From an optimization exercise on the open Yosys and OpenROAD flow, aimed at small area and a short achievable clock period; shortcuts taken in it are not production practice.
No run shown here included a check of the RTL's function; only the layout flow was run.
Power and IR drop assume default switching activity.

[flow/config.mk]
export PLATFORM = sky130hd
export DESIGN_NAME = vliw_wb_arbiter
export DESIGN_NICKNAME = vliw_wb_arbiter
export VERILOG_FILES = /design/flow/design.v
export SDC_FILE = /design/flow/constraint.sdc
export NUM_CORES = 4
export LEC_CHECK = 0
export CAP_MARGIN = 20
export CORE_MARGIN = 2
export CORE_UTILIZATION = 50
export CTS_BUF_LIST = sky130_fd_sc_hd__clkbuf_4
export PLACE_DENSITY = 0.6
export SLEW_MARGIN = 20
[flow/constraint.sdc]
create_clock -name core_clock -period 100.0 [get_ports {clk}]
set_input_delay 20.0000 -clock core_clock [delete_from_list [all_inputs] [get_ports {clk}]]
set_output_delay 20.0000 -clock core_clock [all_outputs]
set_load 0.01 [all_outputs]
[flow/design.v]
package vliw_wb_pkg;
    localparam int WB_NUM_REQ   = 8;
    localparam int WB_NUM_PORTS = 2;
    localparam int REG_ADDR_W   = 5;
    localparam int REG_DATA_W   = 32;
    localparam int REQ_ADD0   = 0;
    localparam int REQ_ADD1   = 1;
    localparam int REQ_MUL_HI = 2;
    localparam int REQ_MUL_LO = 3;
    localparam int REQ_FADD0  = 4;
    localparam int REQ_FADD1  = 5;
    localparam int REQ_FMUL   = 6;
    localparam int REQ_LOGIC  = 7;
    typedef struct packed {
        logic [REG_ADDR_W-1:0] addr;
        logic [REG_DATA_W-1:0] data;
    } wb_entry_t;
endpackage
module wb_fifo2 #(
    parameter int W = vliw_wb_pkg::REG_ADDR_W + vliw_wb_pkg::REG_DATA_W
) (
    input  logic         clk,
    input  logic         rst_n,
    input  logic         push_i,    
    input  logic [W-1:0] din_i,
    input  logic         pop_i,     
    output logic [W-1:0] slot0_o,
    output logic [W-1:0] slot1_o,
    output logic         rd_o,      
    output logic         nonempty_o,
    output logic         full_o
);
    logic [W-1:0] slot0_q, slot1_q;
    logic         ne_q, full_q, rd_q;
    logic         wr;
    assign wr = rd_q ^ ne_q ^ full_q;
    always_ff @(posedge clk) begin
        if (push_i && !wr) slot0_q <= din_i;
        if (push_i &&  wr) slot1_q <= din_i;
    end
    always_ff @(posedge clk) begin
        if (!rst_n) begin
            ne_q   <= 1'b0;
            full_q <= 1'b0;
            rd_q   <= 1'b0;
        end else begin
            ne_q   <= push_i || full_q || (ne_q && !pop_i);
            full_q <= (full_q || (ne_q && push_i)) && !pop_i;
            rd_q   <= rd_q ^ pop_i;
        end
    end
    assign slot0_o    = slot0_q;
    assign slot1_o    = slot1_q;
    assign rd_o       = rd_q;
    assign nonempty_o = ne_q;
    assign full_o     = full_q;
endmodule
module vliw_wb_arbiter #(
    parameter int NUM_REQ   = vliw_wb_pkg::WB_NUM_REQ,
    parameter int NUM_PORTS = vliw_wb_pkg::WB_NUM_PORTS,
    parameter int DATA_W    = vliw_wb_pkg::REG_DATA_W,
    parameter int ADDR_W    = vliw_wb_pkg::REG_ADDR_W
) (
    input  logic                        clk,
    input  logic                        rst_n,
    input  logic [NUM_REQ-1:0]          req_valid,
    input  logic [NUM_REQ*ADDR_W-1:0]   req_addr,
    input  logic [NUM_REQ*DATA_W-1:0]   req_data,
    output logic [NUM_REQ-1:0]          req_ready,
    output logic [NUM_PORTS-1:0]        wr_en,
    output logic [NUM_PORTS*ADDR_W-1:0] wr_addr,
    output logic [NUM_PORTS*DATA_W-1:0] wr_data,
    output logic                        busy
);
    localparam int PTR_W   = (NUM_REQ > 1) ? $clog2(NUM_REQ) : 1;
    localparam int ENTRY_W = ADDR_W + DATA_W;    
    logic [ENTRY_W-1:0]   slot0 [NUM_REQ];
    logic [ENTRY_W-1:0]   slot1 [NUM_REQ];
    logic [ADDR_W-1:0]    head_addr [NUM_REQ];
    logic [NUM_REQ-1:0]   rd;
    logic [NUM_REQ-1:0]   full;
    logic [NUM_REQ-1:0]   nonempty;
    logic [NUM_REQ-1:0]   push;
    logic [NUM_REQ-1:0]   pop;
    for (genvar i = 0; i < NUM_REQ; i++) begin : g_fifo
        assign req_ready[i] = rst_n && !full[i];
        assign push[i]      = req_valid[i] && req_ready[i];
        assign head_addr[i] = rd[i] ? slot1[i][ENTRY_W-1 -: ADDR_W]
                                    : slot0[i][ENTRY_W-1 -: ADDR_W];
        wb_fifo2 #(.W(ENTRY_W)) u_fifo (
            .clk        (clk),
            .rst_n      (rst_n),
            .push_i     (push[i]),
            .din_i      ({req_addr[i*ADDR_W +: ADDR_W], req_data[i*DATA_W +: DATA_W]}),
            .pop_i      (pop[i]),
            .slot0_o    (slot0[i]),
            .slot1_o    (slot1[i]),
            .rd_o       (rd[i]),
            .nonempty_o (nonempty[i]),
            .full_o     (full[i])
        );
    end
    function automatic logic [NUM_REQ-1:0] rr_pick(input logic [NUM_REQ-1:0] x,
                                                   input logic [NUM_REQ-1:0] at);
        logic [2*NUM_REQ-1:0] d;
        logic [2*NUM_REQ-1:0] h;
        logic                 seen;
        d    = {x, x & at};
        seen = 1'b0;
        for (int k = 0; k < 2*NUM_REQ; k++) begin
            h[k] = d[k] && !seen;
            seen = seen || d[k];
        end
        rr_pick = h[NUM_REQ-1:0] | h[2*NUM_REQ-1:NUM_REQ];
    endfunction
    function automatic logic [PTR_W-1:0] enc(input logic [NUM_REQ-1:0] oh);
        logic [PTR_W-1:0] r;
        r = '0;
        for (int i = 0; i < NUM_REQ; i++) if (oh[i]) r = r | PTR_W'(i);
        enc = r;
    endfunction
    logic [PTR_W-1:0]   rr_ptr_q, rr_ptr_d;
    logic [NUM_REQ-1:0] from0, from1;
    logic [NUM_REQ-1:0] gnt0, gnt1, elig1, last;
    logic [ADDR_W-1:0]  addr0;
    logic               found0, found1;
    always_comb begin
        for (int i = 0; i < NUM_REQ; i++) from0[i] = (PTR_W'(i) >= rr_ptr_q);
        gnt0   = rr_pick(nonempty, from0);
        found0 = |nonempty;
        addr0 = '0;
        for (int i = 0; i < NUM_REQ; i++)
            addr0 = addr0 | ({ADDR_W{gnt0[i]}} & head_addr[i]);
        for (int i = 0; i < NUM_REQ; i++)
            elig1[i] = nonempty[i] && (head_addr[i] != addr0);
        from1[0] = 1'b0;
        for (int i = 1; i < NUM_REQ; i++) from1[i] = from1[i-1] || gnt0[i-1];
        gnt1   = rr_pick(elig1, from1);
        found1 = |elig1;
        pop  = gnt0 | gnt1;
        last = found1 ? gnt1 : gnt0;
        rr_ptr_d = found0 ? PTR_W'(enc(last) + 1'b1) : rr_ptr_q;
    end
    logic [NUM_PORTS-1:0] wr_en_q;
    logic [PTR_W-1:0]     sel_q [NUM_PORTS];
    always_ff @(posedge clk) begin
        if (!rst_n) begin
            rr_ptr_q <= '0;
            wr_en_q  <= '0;
        end else begin
            rr_ptr_q <= rr_ptr_d;
            wr_en_q  <= {found1, found0};
        end
        sel_q[0] <= enc(gnt0);
        sel_q[1] <= enc(gnt1);
    end
    for (genvar p = 0; p < NUM_PORTS; p++) begin : g_port
        logic [ENTRY_W-1:0] e;
        always_comb begin
            e = '0;
            for (int i = 0; i < NUM_REQ; i++) begin
                e = e | ({ENTRY_W{sel_q[p] == PTR_W'(i) && !rd[i]}} & slot1[i])
                      | ({ENTRY_W{sel_q[p] == PTR_W'(i) &&  rd[i]}} & slot0[i]);
            end
        end
        assign wr_addr[p*ADDR_W +: ADDR_W] = e[ENTRY_W-1 -: ADDR_W];
        assign wr_data[p*DATA_W +: DATA_W] = e[DATA_W-1:0];
    end
    assign wr_en = wr_en_q;
    assign busy  = (|nonempty) || (|wr_en_q);
endmodule
[flow/flow/run.sh]
#!/bin/bash
# Standard ORFS layout, with plain buf_1 cells as the port buffers.
set -euo pipefail
export BUFFER_PORTS_ARGS="-buffer_cell sky130_fd_sc_hd__buf_1"
bash standard.sh BUFFER_PORTS_ARGS="$BUFFER_PORTS_ARGS" finish > orfs_flow.log 2>&1
[flow/standard.sh]
#!/bin/bash
# synth_recipe.tcl (not shown) runs the flow's synth.tcl, then flattens the netlist and writes it again
# the make line also repeats each setting of config.mk as NAME=value (left out here)
make -C /OpenROAD-flow-scripts/flow DESIGN_CONFIG=/design/flow/config.mk WORK_HOME=/design/flow/orfs CLKGATE_MAP_FILE= SYNTH_SCRIPT=/design/flow/synth_recipe.tcl "${@:-finish}"
==> impl_metrics.json, run 1 <==
{
  "startpoint_type": "primary input",
  "synthArstFlopShare_pct": 0,
  "die_area_mm2": 0.0575,
  "p_total_uw": 967,
  "max-vdd-ir-drop_mv": 0.0219,
  "max_slew.worst_pin.slew_ns": 1.22,
  "drt-initial-drc-count": 3904,
  "min_path_type": "reg2reg",
  "core_area_mm2": 0.0550,
  "synthCells": 1878,
  "post_cts_buffers": 0,
  "p_seq_share_pct": 36.5,
  "vias": 24200,
  "synth-warning-count": 8,
  "pwr-share-clk_pct": 22.8,
  "synth_cell_types": 84,
  "antenna_found_initial": 33,
  "maxCapViolations": 0,
  "die_width_um": 240,
  "slew_viol_final": 0,
  "clkTransAtPathRegs_ns": 0.05,
  "drc_errors": 0,
  "multi_input_area_mm2": 0.00899,
  "cts.path.max_buffers": 3,
  "cts_buffers": 161,
  "io_buffers": 390,
  "fin_crit_ns": 41.38,
  "nets": 2675,
  "cts.sinks": 627,
  "cts_resized": 0,
  "wl_per_cell_um": 37.6,
  "internal_power_uw": 564,
  "drive_above_1_share_pct": 15.9,
  "cts_hold_buf": 0,
  "finalSetupTns_ns": 0,
  "grt_max_degree": 38,
  "synth-edff-count": 592,
  "htree_levels": 4,
  "path_max_fanout": 33,
  "clk_latency_ns": 1.03,
  "p_switching_uw": 402,
  "yosysSeqAreaShare_pct": 66.5,
  "reg2reg_slack_ns": 93.39,
  "switching_share_pct": 41.6,
  "powerDensity_mw_per_mm2": 29.7,
  "cts_tree": "done",
  "share_comb_of_total_power_pct": 40.7,
  "grt_pass1_vias": 23600,
  "synth-seq-cells": 627,
  "ff_latch_area_mm2": 0.0185,
  "cp-end-kind": "output pin",
  "synthFlopType": "edfxtp_1",
  "syn-cell-area_mm2": 0.0278,
  "dp.cells": 2953,
  "wirelength_um": 122000,
  "utilization_pct": 59.2,
  "row_count": 86,
  "status": "timing/DRC/antenna clean",
  "areaGrowthSynthToFinish_pct": 17.3,
  "start_util_pct": 50.5,
  "period_share_pct": 41.4,
  "grt_pass1_wl_um": 169000,
  "syn_nets": 2185,
  "crit_arrival_ns": 21.38,
  "fill_cells": 4503,
  "grt_util_all_layers_pct": 42.4,
  "setup_viol": 0,
  "antenna_left": 0,
  "finalHoldViolCount": 0,
  "die_y_um": 240,
  "cts-root-buf": "clkbuf_4",
  "grt-ovfl-total": 0,
  "gp_congestion": 0.993,
  "dr.pass1.iters": 8,
  "stdcell_count": 3253,
  "skew_ns": 0.0518,
  "dp_hpwl_um": 71200,
  "worstSetupPathType": "in2out",
  "critPathRequiredTime_ns": 80.00,
  "rsz0062_at_grt": "no",
  "p_leak_uw": 0.0105,
  "synth.avg_cell_area_um2": 14.8,
  "avgViaCountPerCell": 7.43,
  "ioPinCount": 391,
  "fmax_mhz": 24.2,
  "slew_headroom_pct": 18.5
}
## layer usage
layer,wire (um),share of wire (%),vias to the layer above,GRT usage (%)
met3,18700,15,685,14.9
met2,53400,44,2484,63.6
met5,146,0.12,-,0.606
met4,7990,6.5,22,24.4
met1,42200,34,11600,53.3
li1,-,-,9316,-
## cell usage after synthesis (7+ instances only)
master / count / area (um^2)
a22o_1: 296 / 2590
xnor2_1: 28 / 245
and3_1: 11 / 68.8
mux2_2: 8 / 90.1
o22ai_1: 16 / 100
buf_2: 9 / 45.0
a21oi_1: 19 / 95.1
dfxtp_1: 35 / 701
nand2_1: 36 / 135
nand3_1: 15 / 75.1
nand2b_1: 7 / 43.8
edfxtp_1: 592 / 17800
nor3_1: 11 / 55.1
nand4_1: 84 / 526
nor3b_1: 9 / 67.6
nor2_1: 62 / 233
o21ai_0: 19 / 95.1
mux2i_1: 36 / 360
a221oi_1: 297 / 2600
clkbuf_1: 124 / 465
xor2_1: 23 / 201
inv_1: 11 / 41.3
## power groups by stage
stage	clock, uW	combinational (uW)	sequential [uW]
finish	220	394	353
global route	235	402	355
CTS	222	378	351
detailed placement	0	377	357
global placement	0	376	356
floorplan	0	217	343
## path summary, 6_finish.rpt
check                                             end  cells past startpoint                    start
worst max-delay path                     req_ready[0]                      4                    rst_n
worst min-delay path            g_fifo[5].u_fifo.ne_q                      2  g_fifo[5].u_fifo.full_q
worst max register to register            rr_ptr_q[1]                     17    g_fifo[3].u_fifo.ne_q
worst min register to register  g_fifo[5].u_fifo.ne_q                      2  g_fifo[5].u_fifo.full_q
## worst max-delay path: stages
cell	delay (ns)
buf_1	0.28
inv_1	0.53
nor2_1	0.37
buf_1	0.19
## cell type report
cell class,instances,area share [%]
Sequential cell,627,56.7
Multi-Input combinational cell,1098,27.6
Inverter,11,0.127
Clock buffer,212,4.89
Timing Repair Buffer,469,6.31
Clock inverter,66,1.31
Tap cell,748,2.87
Antenna cell,22,0.169
## layout by cell type, fill, tap and decap left out, types with 5 or more instances in the layout
| master | count |
|---|---|
| edfxtp_1 | 592 |
| buf_1 | 390 |
| a221oi_1 | 297 |
| a22o_1 | 296 |
| clkbuf_4 | 212 |
| nand4_1 | 84 |
| buf_4 | 79 |
| nor2_1 | 48 |
| clkinv_1 | 39 |
| nand2_1 | 36 |
| mux2i_1 | 36 |
| dfxtp_1 | 35 |
| xnor2_1 | 28 |
| xor2_1 | 23 |
| diode_2 | 22 |
| a21oi_1 | 19 |
| o21ai_0 | 19 |
| o22ai_1 | 16 |
| nand3_1 | 15 |
| nor2_4 | 14 |
| clkinv_2 | 14 |
| inv_1 | 11 |
| and3_2 | 10 |
| nor3_1 | 9 |
| mux2_2 | 8 |
| nand2b_1 | 7 |
| nor4bb_4 | 6 |
| nor4b_2 | 6 |
| nor2b_1 | 6 |
| o211ai_1 | 6 |
| nor3b_1 | 5 |
| o21a_1 | 5 |
| bufinv_16 | 5 |
## state kept, by name (all words and copies together) (netlist names)
signal                 cells
sel_q                      6
wr_en_q                    2
g_fifo.u_fifo.full_q       8
g_fifo.u_fifo.rd_q         8
g_fifo.u_fifo.slot1_q    296
g_fifo.u_fifo.slot0_q    296
g_fifo.u_fifo.ne_q         8
rr_ptr_q                   3
## cell families after synthesis
logic type,after synthesis,synth area share (%)
AOI/OAI and AO/OA,708,21.9
xor gates and xnor gates,51,1.61
adders and majority gates,1,0.0450
buffers and inverters,153,2.16
DFF,627,66.5
muxes,44,1.62
and+or+nand+nor,294,6.14
## metrics by stage
stage               hold slack [ns]  worst slack, ns  instance area, um^2
finish                        0.508            58.62                32600
global route                  0.527            58.47                32600
CTS                           0.513            58.63                32500
detailed placement            0.510            58.62                30500
global placement              0.491            58.75                30500
floorplan                     0.463            59.48                27800
==> run 2: changes to the inputs <==
==> flow/run.sh (new file) <==
#!/bin/bash
# synth_recipe.tcl (not shown) runs the flow's synth.tcl, then flattens the netlist and writes it again
# the make line also repeats each setting of config.mk as NAME=value (left out here)
make -C /OpenROAD-flow-scripts/flow DESIGN_CONFIG=/design/flow/config.mk WORK_HOME=/design/flow/orfs CLKGATE_MAP_FILE= SYNTH_SCRIPT=/design/flow/synth_recipe.tcl finish
removed: flow/flow/run.sh
removed: flow/standard.sh
==> run 2 against run 1 <==
  * Still clean
  * Area after synthesis unchanged
  * Core utilization grew 4.4 points
  * Wire length rose by 1.9%
  * Worst setup slack got worse by 0.75 ns
  * Critical path type unchanged
  * Largest cell class unchanged
==> impl_metrics.json, run 2 <==
{
  "slowest_stage": "inv_1",
  "worstSetupPathType": "in2out",
  "stdcell_count": 3248,
  "p_total_uw": 1030,
  "crit_path_end": "req_ready[0]",
  "dp_hpwl_um": 71800,
  "grt_max_degree": 38,
  "nets": 2666,
  "reg2reg_slack_ns": 93.90,
  "antenna_left": 0,
  "multi_input_area_mm2": 0.00903,
  "grt-ovfl-total": 0,
  "skew_ns": 0.0582,
  "gp_congestion": 1.02,
  "max-vdd-ir-drop_mv": 0.0184,
  "design_area_mm2": 0.0350,
  "start_util_pct": 50.5,
  "synthDominantCellAreaShare_pct": 64.0,
  "synthArstFlopShare_pct": 0,
  "grt_pass1_wl_um": 172000,
  "startpoint_type": "primary input",
  "post-place-ws_ns": 57.91,
  "wl_per_cell_um": 38.4,
  "max_slew.worst_pin.slew_ns": 1.10,
  "cpMostUsedCell": "clkdlybuf4s50_1",
  "dp.cells": 2947,
  "final_cell_mix": "592 x edfxtp_1, 390 x clkdlybuf4s50_1, 297 x a221oi_1",
  "powerDensity_mw_per_mm2": 29.3,
  "cts_buffers": 158,
  "rr_startpoint": "g_fifo[2].u_fifo.ne_q",
  "reg_top3": "g_fifo.u_fifo.slot0_q x296, g_fifo.u_fifo.slot1_q x296",
  "synthCells": 1878,
  "slew_headroom_pct": 26.7,
  "synth-warning-count": 8,
  "syn-cell-area_mm2": 0.0278,
  "wirelength_um": 125000,
  "cp-end-kind": "output pin",
  "synth_cell_types": 84,
  "io_buffers": 390,
  "cts_resized": 0,
  "period_share_pct": 42.1,
  "synth_commonest_cells": "592 x edfxtp_1, 297 x a221oi_1, 296 x a22o_1, 124 x clkbuf_1, 84 x nand4_1",
  "path_depth": 4,
  "die_area_mm2": 0.0575,
  "post_cts_buffers": 0,
  "crit_arrival_ns": 22.13,
  "placed_area_mm2": 0.0329,
  "die_width_um": 240,
  "synth-edff-count": 592,
  "row_count": 86,
  "clkTransAtPathRegs_ns": 0.05,
  "yosysMostFrequentCell": "edfxtp_1",
  "p_leak_uw": 0.0115,
  "core_area_mm2": 0.0550,
  "synth.avg_cell_area_um2": 14.8,
  "slowest_delay_ns": 0.80,
  "slew_viol_final": 0,
  "grt_pass1_vias": 23900,
  "die_y_um": 240,
  "fin_crit_ns": 42.13,
  "drive_above_1_share_pct": 15.9,
  "cts_hold_buf": 0,
  "cts_tree": "done",
  "vias": 24400,
  "status": "timing/DRC/antenna clean",
  "synth-seq-cells": 627,
  "min_path_type": "reg2reg",
  "finalSetupTns_ns": 0,
  "finalHoldViolCount": 0,
  "setup_viol": 0,
  "rsz0062_at_grt": "no",
  "grt_util_all_layers_pct": 43.1,
  "cp-startpoint": "rst_n",
  "drc_errors": 0,
  "setup_ws_ns": 57.87,
  "fmax_mhz": 23.7,
  "synthFlopType": "edfxtp_1",
  "synthTopCellsByArea": "edfxtp_1 64%, a221oi_1 9.4%, a22o_1 9.3%, dfxtp_1 2.5%, nand4_1 1.9%",
  "antenna_found_initial": 28,
  "clk_latency_ns": 1.06,
  "cts.path.max_buffers": 3,
  "fill_cells": 4130,
  "cts.sinks": 627,
  "htree_levels": 4,
  "yosysSeqAreaShare_pct": 66.5,
  "dr.pass1.iters": 9,
  "crit_chain": "clkdlybuf4s50_1, inv_1, nor2_1, clkdlybuf4s50_1",
  "avgViaCountPerCell": 7.52,
  "drt-initial-drc-count": 4485,
  "cpLargestDelayFamily": "buffers and inverters",
  "cts-root-buf": "clkbuf_4",
  "yosysTopAreaCell": "edfxtp_1",
  "maxCapViolations": 0,
  "crit_buf_inv": 3,
  "r2r_cells": 17,
  "path_max_fanout": 33,
  "syn_nets": 2185,
  "r2r-end": "rr_ptr_q[1]",
  "ioPinCount": 391,
  "ff_latch_area_mm2": 0.0185,
  "areaGrowthSynthToFinish_pct": 26.1,
  "critPathRequiredTime_ns": 80.00,
  "final_common_cell": "edfxtp_1",
  "holdPathStages": 2
}
-- run 2: cell counts after synthesis --
No cell type changed its count.
-- run 2: per-layer routing --
metal,track usage [%],wire length [um],vias to the layer above
met5,0,95,-
met4,22.7,7790,14
met3,16.1,19600,693
met2,64.8,54300,2631
met1,54.5,43000,11800
li1,-,-,9288
-- run 2: logic make-up after synthesis --
family,count (synthesis),share of synthesized area (%)
AOI/OAI and AO/OA,708,21.9
buffers and inverters,153,2.16
and+or+nand+nor,294,6.14
adders and majority gates,1,0.0450
muxes,44,1.62
xor gates and xnor gates,51,1.61
DFF,627,66.5
-- run 2: how the worst min path moves through the flow --
stage	startpoint	endpoint	slack (ns)
after detailed placement	g_fifo[2].u_fifo.full_q	g_fifo[2].u_fifo.ne_q	0.50
after CTS	g_fifo[2].u_fifo.full_q	g_fifo[2].u_fifo.ne_q	0.52
after floorplan	g_fifo[2].u_fifo.full_q	g_fifo[2].u_fifo.ne_q	0.46
after global placement	g_fifo[5].u_fifo.full_q	g_fifo[5].u_fifo.ne_q	0.49
final	g_fifo[5].u_fifo.full_q	g_fifo[5].u_fifo.ne_q	0.53
after global routing	g_fifo[4].u_fifo.full_q	g_fifo[4].u_fifo.ne_q	0.54
-- run 2: stage by stage --
| stage | util [%] | hold slack (ns) |
|---|---|---|
| floorplan | - | 0.463 |
| global placement | 59.9 | 0.487 |
| detailed placement | 59.9 | 0.498 |
| CTS | 63.5 | 0.515 |
| global route | 63.6 | 0.545 |
| finish | 63.7 | 0.526 |
-- run 2: layout make-up --
type / instances / share of cell area, %
flip-flops and latches: 627 / 52.8
repair buffers: 463 / 12.7
inverters: 11 / 0.118
clock inverters: 48 / 0.954
multi-input cells: 1098 / 25.8
clock buffers: 222 / 4.76
well taps: 748 / 2.67
diodes: 31 / 0.222
-- run 2: worst reg2reg max path, stage by stage, from the launching register on --
cell      delay, ns
dfxtp_1        0.66
a21boi_1       0.66
o21ai_0        0.16
o211ai_1       0.42
a21oi_1        0.25
nor4_4         0.67
xnor2_1        0.25
nand4_1        0.11
o21ai_0        0.62
nand2_1        0.35
or4b_4         0.63
a221oi_4       0.43
nor2_1         0.09
o21ai_1        0.11
or3_1          0.15
ha_1           0.22
a21oi_1        0.13
nor2_1         0.05
-- run 2: power breakdown --
| group | switching [uW] | internal [uW] |
|---|---|---|
| clock network | 108 | 113 |
| registers | 26.6 | 326 |
| logic | 273 | 180 |

port drivers added, routing unchanged:
How much do the figures lean on ideal ports? The routed layouts below were timed once more, with nothing changed but the port constraints. Step 1 assumes that a clkbuf_16 drives the clock port and a buf_2 every other input. Step 2 also shifts input and output timing later by t, the mid clock arrival at the registers, as if the neighbouring blocks saw the same clock. a / b / c = ideal / step 1 / step 2; a / b = the first two.
run	shift t [ns]	slack for setup (ns)	worst data-port slew with drivers (ns)
run 1	1.057	58.620 / 58.597 / 58.597	0.16
run 2	1.089	57.872 / 57.851 / 57.851	0.12
After both steps every run listed still meets setup and hold. For run 1, which loses most, drivers alone change the setup slack by -0.023 ns; drivers and shift together by -0.023 ns.
